This is an optimization exercise on Yosys and OpenROAD, whose aim is small area, a short achievable clock period and few clock cycles, not a production implementation.
Only simulation tests tie the RTL to the original design; equivalence was not proved.
Power figures rest on the tool's default switching activity, not on a simulated workload.

==> build 76 <==
## dpu_top
module dpu_top (
    input  logic          clk,
    input  logic          rst_n,
    input  logic          cmd_valid,
    input  logic [2:0]    cmd_op,
    input  logic [7:0]    cmd_addr,
    input  logic [7:0]    cmd_data,
    output logic          cmd_ready,
    output logic          rsp_valid,
    output logic [7:0]    rsp_data,
    output logic          busy,
    output logic          done,
    output logic [1:0]    current_layer
);
export LEC_CHECK = 0
export CAP_MARGIN = 20
export CORE_MARGIN = 2
export CORE_UTILIZATION = 60
export CTS_CLUSTER_DIAMETER = 80
export CTS_CLUSTER_SIZE = 28
export SLEW_MARGIN = 20
create_clock -name core_clock -period 10.0 [get_ports {clk}]
standard.sh (not shown) runs the stock make flow with config.mk's settings and CLKGATE_MAP_FILE= SYNTH_SCRIPT=/design/flow/synth_recipe.tcl, a recipe that flattens the netlist after the stock synthesis.
==> flow/flow/run.sh <==
#!/bin/bash
set -euo pipefail
export SETUP_SLACK_MARGIN=6.7
bash standard.sh synth > synth.log 2>&1
bash standard.sh > layout.log 2>&1
==> inputs of trial 21, as changes to build 76 <==
--- a/flow/design.v
+++ b/flow/design.v
@@ -136,16 +136,14 @@
     logic       cp_on;          
     logic [4:0] e_o;
     logic [1:0] e_m;
     logic [1:0] e_st;
     logic       e_rv;
     logic       e_first;
     logic [7:0] acc;
-    logic [7:0] erd;            
-    logic [3:0] lay_oh;         
     wire rdy_i     = rdy_run & rdy_c;
     wire acc_cmd   = cmd_valid & rdy_i;
     wire in_wr     = (cmd_op == 3'd0);
     wire in_rd     = (cmd_op == 3'd2);
     wire in_set    = (cmd_op == 3'd3);
     wire in_all    = (cmd_op == 3'd4);
     wire in_run    = (cmd_op == 3'd1) | in_all;
@@ -171,29 +169,30 @@
     wire eng_fin   = e_wr & e_last_o;
     wire [7:0] rd_a0 = ra[{c_addr[7:4], 4'd0} * 8 +: 8];
     wire [7:0] rd_a8 = ra[{c_addr[7:4], 4'd8} * 8 +: 8];
     wire [7:0] rd_a  = (c_addr[3] ^ h[3]) ? rd_a8 : rd_a0;
     wire [7:0] rd_b  = rb[c_addr[5:0] * 8 +: 8];
     always_ff @(posedge clk) begin
         rsp_data <= r_b ? rd_b : rd_a;
-        if (e_rd) erd <= r_b ? rd_b : rd_a;
     end
     logic kin_fast, kin_copy, kin_eng, kin_nop;
     logic [1:0] mode_in;
     always_comb begin
         kin_fast = in_all;
         kin_copy = 1'b0;
         kin_eng  = 1'b0;
         kin_nop  = 1'b0;
         mode_in  = EM_L1AB;
         if (!in_all) begin
-            if (lay_oh[0]) begin kin_eng = cur_bank; kin_fast = ~cur_bank; mode_in = EM_L0BA; end
-            if (lay_oh[1]) begin kin_copy = cur_bank; kin_eng = ~cur_bank; mode_in = EM_L1AB; end
-            if (lay_oh[2]) begin kin_eng = 1'b1; mode_in = cur_bank ? EM_L2BA : EM_L2AB; end
-            if (lay_oh[3]) kin_nop = 1'b1;
+            case (current_layer)
+                2'd0: begin kin_eng = cur_bank; kin_fast = ~cur_bank; mode_in = EM_L0BA; end
+                2'd1: begin kin_copy = cur_bank; kin_eng = ~cur_bank; mode_in = EM_L1AB; end
+                2'd2: begin kin_eng = 1'b1; mode_in = cur_bank ? EM_L2BA : EM_L2AB; end
+                default: kin_nop = 1'b1;
+            endcase
         end
     end
     wire run_acc   = acc_cmd & in_run;
     wire kn_align  = run_acc ? (kin_fast | kin_copy) : (k_fast | k_copy);
     wire cp_busy_n = (cp_on & ~h7) | (st_fast & rt_all & h7);
     wire go_n      = ~cp_busy_n & (~kn_align | (hn[2:0] == 3'd0));
     wire start_w   = st_wait & go_n;
@@ -237,15 +236,14 @@
             c_wr_go       <= 1'b0;
             c_rd_go       <= 1'b0;
             hw0           <= 16'd0;
             hw8           <= 2'd0;
             busy          <= 1'b0;
             done          <= 1'b0;
             current_layer <= 2'd0;
-            lay_oh        <= 4'b0001;
             cur_bank      <= 1'b0;
             r_b           <= 1'b0;
             c_valid       <= 1'b0;
             st_wait       <= 1'b0;
             st_fast       <= 1'b0;
             st_copy       <= 1'b0;
             st_eng        <= 1'b0;
@@ -281,16 +279,14 @@
             cp_on     <= cp_on_n;
             cur_bank  <= cur_bank_n;
             r_b       <= r_b_n;
             if (rdy_i) c_valid <= cmd_valid & (in_wr | in_rd);
             else       c_valid <= c_valid & ~c_comp;
             if (acc_cmd & in_set) current_layer <= cmd_data[1:0];
             if (acc_cmd & in_all) current_layer <= 2'd2;
-            if (acc_cmd & in_set) lay_oh <= 4'b0001 << cmd_data[1:0];
-            if (acc_cmd & in_all) lay_oh <= 4'b0100;
             if (run_acc) begin
                 k_fast <= kin_fast;
                 k_copy <= kin_copy;
                 k_eng  <= kin_eng;
                 k_nop  <= kin_nop;
                 rt_all <= in_all;
                 e_mode <= mode_in;
@@ -332,15 +328,15 @@
             case (e_st)
                 ES_INIT: c_addr <= eng_sa(e_mode, e_o, e_m);
                 ES_RD:   if (e_rd_ok) c_addr <= e_last_m ? {3'b000, e_o} : eng_sa(e_mode, e_o, e_m + 2'd1);
                 ES_WR:   if (e_wr_ok) c_addr <= eng_sa(e_mode, e_o + 5'd1, 2'd0);
                 default: ;
             endcase
         end
-        if (e_rv) acc <= e_first ? erd : smax(acc, erd);
+        if (e_rv) acc <= e_first ? rsp_data : smax(acc, rsp_data);
     end
     wire [7:0] wa_addr = c_addr;
     wire [7:0] wa_data = st_eng ? acc : c_data;
     genvar r, k;
     generate
         for (r = 0; r < 16; r++) begin : g_ring
             wire ins0   = hw0[r] | ((r == 0) & e_wr_a & (wa_addr[3] == h[3]));
- CORE_UTILIZATION: 60 -> 50
==> inputs of trial 7, as changes to build 76 <==
--- a/flow/design.v
+++ b/flow/design.v
@@ -58,47 +58,33 @@
     output logic          cmd_ready,
     output logic          rsp_valid,
     output logic [7:0]    rsp_data,
     output logic          busy,
     output logic          done,
     output logic [1:0]    current_layer
 );
-    function automatic sgt(input [7:0] a, input [7:0] b);
+    function automatic [7:0] smax(input [7:0] a, input [7:0] b);
         logic [7:0] g, l;
         logic [3:0] g1, l1;
         logic [1:0] g2, l2;
+        logic       gt;
         g = a & ~b;
         l = ~a & b;
         g[7] = ~a[7] & b[7];
         l[7] = a[7] & ~b[7];
         for (int i = 0; i < 4; i++) begin
             g1[i] = g[2*i+1] | (~l[2*i+1] & g[2*i]);
             l1[i] = l[2*i+1] | (~g[2*i+1] & l[2*i]);
         end
         for (int i = 0; i < 2; i++) begin
             g2[i] = g1[2*i+1] | (~l1[2*i+1] & g1[2*i]);
             l2[i] = l1[2*i+1] | (~g1[2*i+1] & l1[2*i]);
         end
-        sgt = g2[1] | (~l2[1] & g2[0]);
-    endfunction
-    function automatic [7:0] smax(input [7:0] a, input [7:0] b);
-        smax = sgt(a, b) ? a : b;
-    endfunction
-    function automatic [2:0] pick4(input [7:0] a, input [7:0] b, input [7:0] c, input [7:0] d);
-        logic ab, cd, ac, ad, bc, bd;
-        ab = sgt(a, b);
-        cd = sgt(c, d);
-        ac = sgt(a, c);
-        ad = sgt(a, d);
-        bc = sgt(b, c);
-        bd = sgt(b, d);
-        pick4 = {ab ? (cd ? ac : ad) : (cd ? bc : bd), ab, cd};
-    endfunction
-    function automatic [7:0] sel4(input [2:0] p, input [7:0] a, input [7:0] b, input [7:0] c, input [7:0] d);
-        sel4 = p[2] ? (p[1] ? a : b) : (p[0] ? c : d);
+        gt = g2[1] | (~l2[1] & g2[0]);
+        smax = gt ? a : b;
     endfunction
     localparam logic [1:0] EM_L1AB = 2'd0;
     localparam logic [1:0] EM_L2AB = 2'd1;
     localparam logic [1:0] EM_L0BA = 2'd2;
     localparam logic [1:0] EM_L2BA = 2'd3;
     localparam logic [1:0] ES_INIT = 2'd0;
     localparam logic [1:0] ES_RD   = 2'd1;
@@ -136,16 +122,14 @@
     logic       cp_on;          
     logic [4:0] e_o;
     logic [1:0] e_m;
     logic [1:0] e_st;
     logic       e_rv;
     logic       e_first;
     logic [7:0] acc;
-    logic [7:0] erd;            
-    logic [3:0] lay_oh;         
     wire rdy_i     = rdy_run & rdy_c;
     wire acc_cmd   = cmd_valid & rdy_i;
     wire in_wr     = (cmd_op == 3'd0);
     wire in_rd     = (cmd_op == 3'd2);
     wire in_set    = (cmd_op == 3'd3);
     wire in_all    = (cmd_op == 3'd4);
     wire in_run    = (cmd_op == 3'd1) | in_all;
@@ -171,29 +155,30 @@
     wire eng_fin   = e_wr & e_last_o;
     wire [7:0] rd_a0 = ra[{c_addr[7:4], 4'd0} * 8 +: 8];
     wire [7:0] rd_a8 = ra[{c_addr[7:4], 4'd8} * 8 +: 8];
     wire [7:0] rd_a  = (c_addr[3] ^ h[3]) ? rd_a8 : rd_a0;
     wire [7:0] rd_b  = rb[c_addr[5:0] * 8 +: 8];
     always_ff @(posedge clk) begin
         rsp_data <= r_b ? rd_b : rd_a;
-        if (e_rd) erd <= r_b ? rd_b : rd_a;
     end
     logic kin_fast, kin_copy, kin_eng, kin_nop;
     logic [1:0] mode_in;
     always_comb begin
         kin_fast = in_all;
         kin_copy = 1'b0;
         kin_eng  = 1'b0;
         kin_nop  = 1'b0;
         mode_in  = EM_L1AB;
         if (!in_all) begin
-            if (lay_oh[0]) begin kin_eng = cur_bank; kin_fast = ~cur_bank; mode_in = EM_L0BA; end
-            if (lay_oh[1]) begin kin_copy = cur_bank; kin_eng = ~cur_bank; mode_in = EM_L1AB; end
-            if (lay_oh[2]) begin kin_eng = 1'b1; mode_in = cur_bank ? EM_L2BA : EM_L2AB; end
-            if (lay_oh[3]) kin_nop = 1'b1;
+            case (current_layer)
+                2'd0: begin kin_eng = cur_bank; kin_fast = ~cur_bank; mode_in = EM_L0BA; end
+                2'd1: begin kin_copy = cur_bank; kin_eng = ~cur_bank; mode_in = EM_L1AB; end
+                2'd2: begin kin_eng = 1'b1; mode_in = cur_bank ? EM_L2BA : EM_L2AB; end
+                default: kin_nop = 1'b1;
+            endcase
         end
     end
     wire run_acc   = acc_cmd & in_run;
     wire kn_align  = run_acc ? (kin_fast | kin_copy) : (k_fast | k_copy);
     wire cp_busy_n = (cp_on & ~h7) | (st_fast & rt_all & h7);
     wire go_n      = ~cp_busy_n & (~kn_align | (hn[2:0] == 3'd0));
     wire start_w   = st_wait & go_n;
@@ -237,15 +222,14 @@
             c_wr_go       <= 1'b0;
             c_rd_go       <= 1'b0;
             hw0           <= 16'd0;
             hw8           <= 2'd0;
             busy          <= 1'b0;
             done          <= 1'b0;
             current_layer <= 2'd0;
-            lay_oh        <= 4'b0001;
             cur_bank      <= 1'b0;
             r_b           <= 1'b0;
             c_valid       <= 1'b0;
             st_wait       <= 1'b0;
             st_fast       <= 1'b0;
             st_copy       <= 1'b0;
             st_eng        <= 1'b0;
@@ -281,16 +265,14 @@
             cp_on     <= cp_on_n;
             cur_bank  <= cur_bank_n;
             r_b       <= r_b_n;
             if (rdy_i) c_valid <= cmd_valid & (in_wr | in_rd);
             else       c_valid <= c_valid & ~c_comp;
             if (acc_cmd & in_set) current_layer <= cmd_data[1:0];
             if (acc_cmd & in_all) current_layer <= 2'd2;
-            if (acc_cmd & in_set) lay_oh <= 4'b0001 << cmd_data[1:0];
-            if (acc_cmd & in_all) lay_oh <= 4'b0100;
             if (run_acc) begin
                 k_fast <= kin_fast;
                 k_copy <= kin_copy;
                 k_eng  <= kin_eng;
                 k_nop  <= kin_nop;
                 rt_all <= in_all;
                 e_mode <= mode_in;
@@ -332,15 +314,15 @@
             case (e_st)
                 ES_INIT: c_addr <= eng_sa(e_mode, e_o, e_m);
                 ES_RD:   if (e_rd_ok) c_addr <= e_last_m ? {3'b000, e_o} : eng_sa(e_mode, e_o, e_m + 2'd1);
                 ES_WR:   if (e_wr_ok) c_addr <= eng_sa(e_mode, e_o + 5'd1, 2'd0);
                 default: ;
             endcase
         end
-        if (e_rv) acc <= e_first ? erd : smax(acc, erd);
+        if (e_rv) acc <= e_first ? rsp_data : smax(acc, rsp_data);
     end
     wire [7:0] wa_addr = c_addr;
     wire [7:0] wa_data = st_eng ? acc : c_data;
     genvar r, k;
     generate
         for (r = 0; r < 16; r++) begin : g_ring
             wire ins0   = hw0[r] | ((r == 0) & e_wr_a & (wa_addr[3] == h[3]));
@@ -364,43 +346,31 @@
                     always_ff @(posedge clk) ra[(16*r + k) * 8 +: 8] <= ra[(16*r + k + 1) * 8 +: 8];
                 end
             end
         end
     endgenerate
     wire fast_on = st_fast;
     logic [127:0] uo;
-    logic [127:0] mx;
-    logic [47:0]  pk_u;    
-    logic [23:0]  pk_p;    
     generate
         for (r = 0; r < 16; r++) begin : g_unit
-            always_ff @(posedge clk) begin
-                pk_u[r*3 +: 3] <= pick4(ra[(16*r + 1) * 8 +: 8], ra[(16*r + 2) * 8 +: 8],
-                                        ra[(16*r + 9) * 8 +: 8], ra[(16*r + 10) * 8 +: 8]);
-            end
-            assign mx[r*8 +: 8] = sel4(pk_u[r*3 +: 3], ra[(16*r + 0) * 8 +: 8], ra[(16*r + 1) * 8 +: 8],
-                                           ra[(16*r + 8) * 8 +: 8], ra[(16*r + 9) * 8 +: 8]);
+            wire [7:0] m0 = smax(ra[(16*r + 0) * 8 +: 8], ra[(16*r + 1) * 8 +: 8]);
+            wire [7:0] m1 = smax(ra[(16*r + 8) * 8 +: 8], ra[(16*r + 9) * 8 +: 8]);
             if (r < 8) begin : g_byp
-                assign uo[r*8 +: 8] = st_eng ? acc : mx[r*8 +: 8];
+                assign uo[r*8 +: 8] = st_eng ? acc : smax(m0, m1);
             end else begin : g_nobyp
-                assign uo[r*8 +: 8] = mx[r*8 +: 8];
+                assign uo[r*8 +: 8] = smax(m0, m1);
             end
         end
     endgenerate
     logic [63:0] p2;
     generate
         for (r = 0; r < 8; r++) begin : g_p2
             localparam int BASE = 32 + 16 * (r / 4) + 8 * ((r / 2) % 2) + 2 * (r % 2);
-            localparam int RING = 8 + 4 * (r / 4) + 2 * ((r / 2) % 2);
-            always_ff @(posedge clk) begin
-                pk_p[r*3 +: 3] <= pick4(rb[(BASE + 0) * 8 +: 8], mx[RING * 8 +: 8],
-                                        rb[(BASE + 4) * 8 +: 8], mx[(RING + 1) * 8 +: 8]);
-            end
-            assign p2[r*8 +: 8] = sel4(pk_p[r*3 +: 3], rb[(BASE + 0) * 8 +: 8], rb[(BASE + 1) * 8 +: 8],
-                                           rb[(BASE + 4) * 8 +: 8], rb[(BASE + 5) * 8 +: 8]);
+            assign p2[r*8 +: 8] = smax(smax(rb[(BASE + 0) * 8 +: 8], rb[(BASE + 1) * 8 +: 8]),
+                                       smax(rb[(BASE + 4) * 8 +: 8], rb[(BASE + 5) * 8 +: 8]));
         end
     endgenerate
     genvar b;
     generate
         for (b = 0; b < 64; b++) begin : g_b
             wire en_fast = fast_on & ~h[0] & (h[2:1] == b % 4) & ~(rt_all & (b < 8));
             wire en_p2   = fast_on & rt_all & (b < 8) & (h[1:0] == 2'b11) & (h[2] == b % 2);
==> flow/flow/run.sh (replaced) <==
#!/bin/bash
set -euo pipefail
export SETUP_SLACK_MARGIN=6.4
bash standard.sh synth > synth.log 2>&1
bash standard.sh > layout.log 2>&1
- CORE_UTILIZATION: 60 -> 50
==> notes.md <==
|  | trial 7 | trial 21 | build 76 |
|---|---|---|---|
| Setup ws final | 6160 ps | 6560 ps | 6570 ps |
| Skew final | 60.8 ps | 45.1 ps | 46.4 ps |
| Core Footprint | 177000 sq um | 188000 sq um | 156000 sq um |
| Worst setup endpoint | rb[426] | busy | cmd_ready |
| Die X | 426 um | 438 um | 401 um |
| Cell Count Post-Placement | 8960 | 9554 | 9184 |
| Terminating pin of the worst hold path | ra[337] | ra[941] | ra[2014] |
| Run status | complete, no violations | complete, no violations | complete, no violations |
| Sequential share of cell area | 56.7% | 58.4% | 59.2% |
| Mapped Avg Cell Area | 13.2 sq um | 13.0 sq um | 12.9 sq um |
| Share of power burned in combinational logic | 26.6% | 19.3% | 20.5% |
| Average wire length per cell after detail routing | 26.1 um | 25.8 um | 26.5 um |
| Reg-to-reg startpoint | ra[1736] | pk_u[36] | e_st[0] |
| Wire length of the first global-routing pass | 350000 um | 368000 um | 365000 um |
| Final worst hold slack | 292 ps | 306 ps | 312 ps |
| Clock buffer cells | 142 | 158 | 151 |
Testbench counts of build 76, summed over its fixed seeds: cycles 8,776.
Testbench counts of trial 21, summed over its fixed seeds: cycles 8,776.
Testbench counts of trial 7, summed over its fixed seeds: cycles 8,776.

==> port drivers added, routing unchanged <==
Ports are ideal in the flow. The routed layouts listed here were re-timed in OpenROAD.
Step 1: set_driving_cell puts a clkbuf_16 on clk and a buf_2 on each other input, an assumption about the parent block.
Step 2 adds t to the input delays and takes it off the output delays; t is the mean of the earliest and latest rising clock arrival at the registers after step 1. Input paths then give back, and output paths get back, about the clock's delay inside the block.
Three values: no drivers, after step 1, after step 2; two values: the first two.
run	t (ns)	slack for setup (ns)	latest minus earliest clock arrival (ns)	pins driven straight from the clock port
build 76	0.898	6.573 / 6.482 / 5.813	0.048 / 0.048	1
trial 21	0.904	6.558 / 6.474 / 5.781	0.052 / 0.052	1
trial 7	0.919	6.163 / 6.163 / 5.596	0.069 / 0.069	1
After both steps setup and hold are still met in every run listed. For trial 21, which loses most, drivers alone change the setup slack by -0.084 ns; drivers and shift together by -0.777 ns.
